What follows belongs to an exercise in optimizing a design on an open flow for small area and a short achievable clock period; a production flow would make more cautious choices. In this exercise RTL edits were held to simulation tests only and were not proved equivalent to the original. Power and IR drop assume default switching activity.

==> module mips, before the edit <==
module mips (
	input  logic                           clock,
	input  logic                           rst_n,
	input  logic                           imem_we,     
	input  logic [$clog2(64)-1:0] imem_addr,   
	input  logic [32-1:0]         imem_wdata,
	output logic [32-1:0]         pc,
	output logic [32-1:0]         alu_result,
	output logic [32-1:0]         data_mem
);
	logic [63:0][28:0] imem;
	logic [63:0][31:0] dmem;
	logic [31:0][31:0] regs;    
	logic [31:1]       valid;
	logic [29:0] pcw;
	logic [5:0]  seq_idx;    
	logic [15:0] ir_imm;
	logic [4:0]  ir_wa;
	logic        ir_wen;
	logic        ir_lw;
	logic        ir_sw;
	logic        ir_beq;
	logic        ir_bc;
	logic        ir_sub;
	logic        ir_sum;
	logic        ir_and;
	logic        ir_or;
	logic        ir_slt;
	logic [31:0] opa;
	logic [31:0] opb;
	logic [31:0] opx;
	logic [63:0] drsel;
	logic [63:0] dwsel;
	logic        taken;
	logic [29:0] pcw_next;
	logic [63:0] seq_oh;
	logic [63:0] tgt_oh;
	logic ab_eq;
	eq32 mips_eq (
		.a  (opa),
		.b  (opb),
		.eq (ab_eq)
	);
	assign taken = ir_beq & ab_eq;
	pc_unit mips_pc (
		.pcw      (pcw),
		.taken    (taken),
		.bimm     (ir_imm),
		.bc       (ir_bc),
		.pcw_next (pcw_next)
	);
	assign seq_oh = 64'd1 << seq_idx;
	assign tgt_oh = 64'd1 << ir_imm[5:0];
	always_ff @(posedge clock) begin
		if (!rst_n) begin
			pcw <= '0;
			seq_idx <= 6'd1;
		end else begin
			pcw <= pcw_next;
			seq_idx <= (taken ? ir_imm[5:0] : seq_idx) + 6'd1;
		end
	end
	assign pc = {pcw, 2'b00};
	logic [28:0] wr_pinstr;
	control mips_control (
		.instr  (imem_wdata),
		.waddr  (imem_addr),
		.pinstr (wr_pinstr)
	);
	always_ff @(posedge clock) begin
		for (int i = 0; i < 64; i++) begin
			if (!rst_n && imem_we && imem_addr == 6'(i)) begin
				imem[i] <= wr_pinstr;
			end
		end
	end
	logic [28:0] seq_pinstr;
	logic [28:0] tgt_pinstr;
	logic [28:0] nx_pinstr;
	i_mem #(.W(29), .N(64)) mips_i_mem_seq (
		.words (imem),
		.sel   (seq_oh),
		.q     (seq_pinstr)
	);
	i_mem #(.W(29), .N(64)) mips_i_mem_tgt (
		.words (imem),
		.sel   (tgt_oh),
		.q     (tgt_pinstr)
	);
	assign nx_pinstr = taken ? tgt_pinstr : seq_pinstr;
	logic [28:0] p;
	assign p = rst_n ? nx_pinstr :
	           (imem_we && imem_addr == 6'd0) ? wr_pinstr : imem[0];
	logic       d_r;
	logic [4:0] d_wa;
	logic       d_alu_src;
	logic       d_sub;
	assign d_r       = p[28:26] == 3'd0;
	assign d_wa      = d_r ? p[15:11] : p[20:16];
	assign d_alu_src = p[28:26] == 3'd1 || p[28:26] == 3'd2 || p[28:26] == 3'd3;
	assign d_sub     = p[28:27] == 2'b10 || (d_r && (p[2:0] == 3'd1 || p[2:0] == 3'd4));
	always_ff @(posedge clock) begin
		ir_imm <= p[15:0];
		ir_wa  <= d_wa;
		ir_wen <= (p[28:26] <= 3'd2) && (d_wa != 5'd0);
		ir_lw  <= p[28:26] == 3'd2;
		ir_sw  <= p[28:26] == 3'd3;
		ir_beq <= p[28:27] == 2'b10;
		ir_bc  <= p[26];
		ir_sub <= d_sub;
		ir_sum <= !(d_r && (p[2:0] == 3'd2 || p[2:0] == 3'd3 || p[2:0] == 3'd4));
		ir_and <= d_r && p[2:0] == 3'd2;
		ir_or  <= d_r && p[2:0] == 3'd3;
		ir_slt <= d_r && p[2:0] == 3'd4;
	end
	logic [31:0] alu_wb;
	alu mips_alu (
		.a       (opa),
		.b       (opb),
		.x       (opx),
		.sub     (ir_sub),
		.sel_sum (ir_sum),
		.sel_and (ir_and),
		.sel_or  (ir_or),
		.sel_slt (ir_slt),
		.result    (alu_result),
		.result_wb (alu_wb)
	);
	logic [31:0] dm_rdata;
	always_ff @(posedge clock) begin
		for (int i = 0; i < 64; i++) begin
			if (rst_n && dwsel[i]) begin
				dmem[i] <= opb;
			end
		end
	end
	i_mem #(.W(32), .N(64)) mips_d_mem (
		.words (dmem),
		.sel   (drsel),
		.q     (dm_rdata)
	);
	assign data_mem = dm_rdata;    
	logic [31:0] wb_data;
	assign wb_data = ir_lw ? dm_rdata : alu_wb;
	always_ff @(posedge clock) begin
		for (int i = 1; i < 32; i++) begin
			if (rst_n && ir_wen && ir_wa == 5'(i)) begin
				regs[i] <= wb_data;
			end
		end
	end
	always_ff @(posedge clock) begin
		for (int i = 1; i < 32; i++) begin
			if (!rst_n) begin
				valid[i] <= 1'b0;
			end else if (ir_wen && ir_wa == 5'(i)) begin
				valid[i] <= 1'b1;
			end
		end
	end
	logic [4:0]  rs_n;
	logic [4:0]  rt_n;
	logic [31:0] rsel1;
	logic [31:0] rsel2;
	logic [31:0] rf_rd1;
	logic [31:0] rf_rd2;
	assign rs_n  = nx_pinstr[25:21];
	assign rt_n  = nx_pinstr[20:16];
	logic [31:1] rvalid;
	assign rvalid = valid & {31{rst_n}};
	assign rsel1 = taken ? ((32'd1 << tgt_pinstr[25:21]) & {rvalid, 1'b0})
	                     : ((32'd1 << seq_pinstr[25:21]) & {rvalid, 1'b0});
	assign rsel2 = taken ? ((32'd1 << tgt_pinstr[20:16]) & {rvalid, 1'b0})
	                     : ((32'd1 << seq_pinstr[20:16]) & {rvalid, 1'b0});
	logic [31:0][31:0] rf_words;
	assign rf_words = {regs[31:1], regs[1]};
	i_mem #(.W(32), .N(32)) mips_rf_rd1 (
		.words (rf_words),
		.sel   (rsel1),
		.q     (rf_rd1)
	);
	i_mem #(.W(32), .N(32)) mips_rf_rd2 (
		.words (rf_words),
		.sel   (rsel2),
		.q     (rf_rd2)
	);
	logic [31:0] a_nx;
	logic [31:0] b_nx;
	logic [31:0] x_nx;
	logic [63:0] drsel_nx;
	logic [63:0] dwsel_nx;
	d_mem mips_d_sel (
		.a   (a_nx[7:0]),
		.imm (p[7:0]),
		.rd   (p[28:26] == 3'd2),
		.wr   (p[28:26] == 3'd3),
		.rsel (drsel_nx),
		.wsel (dwsel_nx)
	);
	assign a_nx  = (rst_n && ir_wen && ir_wa == rs_n) ? wb_data : rf_rd1;
	assign b_nx  = (rst_n && ir_wen && ir_wa == rt_n) ? wb_data : rf_rd2;
	assign x_nx  = (d_alu_src ? {{16{p[15]}}, p[15:0]} : b_nx) ^ {32{d_sub}};
	always_ff @(posedge clock) begin
		opa  <= a_nx;
		opb  <= b_nx;
		opx  <= x_nx;
		drsel <= drsel_nx;
		dwsel <= dwsel_nx;
	end
endmodule
==> flow/config.mk <==
export PLATFORM = sky130hd
export DESIGN_NAME = mips
export DESIGN_NICKNAME = mips
export VERILOG_FILES = /design/flow/design.v
export SDC_FILE = /design/flow/constraint.sdc
export NUM_CORES = 4
export LEC_CHECK = 0
export CAP_MARGIN = 20
export CORE_MARGIN = 2
export CORE_UTILIZATION = 62
export CTS_CLUSTER_DIAMETER = 100
export CTS_CLUSTER_SIZE = 24
export PLACE_DENSITY = 0.75
export SLEW_MARGIN = 20
export SYNTH_HIERARCHICAL = 1
==> flow/constraint.sdc <==
create_clock -name core_clock -period 14.0 [get_ports {clock}]
set_input_delay 2.8000 -clock core_clock [delete_from_list [all_inputs] [get_ports {clock}]]
set_output_delay 2.8000 -clock core_clock [all_outputs]
set_load 0.01 [all_outputs]
standard.sh (not shown) runs the stock make flow with config.mk's settings and CLKGATE_MAP_FILE= SYNTH_SCRIPT=/design/flow/synth_recipe.tcl, a recipe that flattens the netlist after the stock synthesis.
==> flow/flow/run.sh <==
#!/bin/bash
set -uo pipefail
bash standard.sh SETUP_SLACK_MARGIN=8 \
  "BUFFER_PORTS_ARGS=-buffer_cell sky130_fd_sc_hd__buf_4" \
  finish > make_finish.log 2>&1
The first run ran to the end with no violations.
Rerun with:
--- a/flow/design.v
+++ b/flow/design.v
@@ -346,16 +346,17 @@
 	logic [63:0][31:0] dmem;
 	logic [31:0][31:0] regs;    
 	logic [31:1]       valid;
 	logic [29:0] pcw;
-	logic [5:0]  seq_idx;    
+	logic [63:0] poh;
 	logic [15:0] ir_imm;
 	logic [4:0]  ir_wa;
 	logic        ir_wen;
 	logic        ir_lw;
 	logic        ir_sw;
 	logic        ir_beq;
 	logic        ir_bc;
+	logic [63:0] ir_toh;    
 	logic        ir_sub;
 	logic        ir_sum;
 	logic        ir_and;
 	logic        ir_or;
@@ -366,8 +367,9 @@
 	logic [63:0] drsel;
 	logic [63:0] dwsel;
 	logic        taken;
 	logic [29:0] pcw_next;
+	logic [63:0] poh_next;
 	logic [63:0] seq_oh;
 	logic [63:0] tgt_oh;
 	logic ab_eq;
 	eq32 mips_eq (
@@ -382,17 +384,18 @@
 		.bimm     (ir_imm),
 		.bc       (ir_bc),
 		.pcw_next (pcw_next)
 	);
-	assign seq_oh = 64'd1 << seq_idx;
-	assign tgt_oh = 64'd1 << ir_imm[5:0];
+	assign seq_oh = {poh[62:0], poh[63]};
+	assign tgt_oh = ir_toh;
+	assign poh_next = taken ? tgt_oh : seq_oh;
 	always_ff @(posedge clock) begin
 		if (!rst_n) begin
 			pcw <= '0;
-			seq_idx <= 6'd1;
+			poh <= 64'd1;
 		end else begin
 			pcw <= pcw_next;
-			seq_idx <= (taken ? ir_imm[5:0] : seq_idx) + 6'd1;
+			poh <= poh_next;
 		end
 	end
 	assign pc = {pcw, 2'b00};
 	logic [28:0] wr_pinstr;
@@ -440,8 +443,9 @@
 		ir_lw  <= p[28:26] == 3'd2;
 		ir_sw  <= p[28:26] == 3'd3;
 		ir_beq <= p[28:27] == 2'b10;
 		ir_bc  <= p[26];
+		ir_toh <= 64'd1 << p[5:0];
 		ir_sub <= d_sub;
 		ir_sum <= !(d_r && (p[2:0] == 3'd2 || p[2:0] == 3'd3 || p[2:0] == 3'd4));
 		ir_and <= d_r && p[2:0] == 3'd2;
 		ir_or  <= d_r && p[2:0] == 3'd3;
Effect: The changed run completed without violations. Critical path depth decreases by 4. Cell count increases by 1.5%. Sequential power is about the same. Power decreases by 5.5%. Fmax decreases by 2.3%. Count of clock-buffer cells in the layout increases by 31. Non-clock buffer count decreases by 13. Register-to-register slack gets worse by 140 ps. Design area increases by 0.99%.

[afterwards: timing with drivers on the ports]
Ports are ideal in the flow. The routed layouts listed here were re-timed in OpenROAD.
Step 1, drivers: a clkbuf_16 drives clock and a buf_2 each remaining input, both assumed.
Step 2 moves the port delays by t, midway between the first and last clock arrival at a register: inputs arrive t later, outputs are due t later. That takes back most of the time a late clock gives input paths.
Slacks: ideal / step 1 / step 2; pairs: ideal / step 1.
| run | shift t [ns] | setup WS [ns] | worst setup path at the end | latest minus earliest clock arrival (ns) | cell pins on the clock port's net |
|---|---|---|---|---|---|
| the first run | 1.117 | 7.863 / 7.816 / 6.918 | input to register | 0.082 / 0.081 | 1 |
| the second run | 1.107 | 7.719 / 7.719 / 6.945 | input to register | 0.090 / 0.090 | 1 |
After both steps setup and hold are still met in every run listed. For the first run, which loses most, drivers alone change the setup slack by -0.047 ns; drivers and shift together by -0.945 ns.
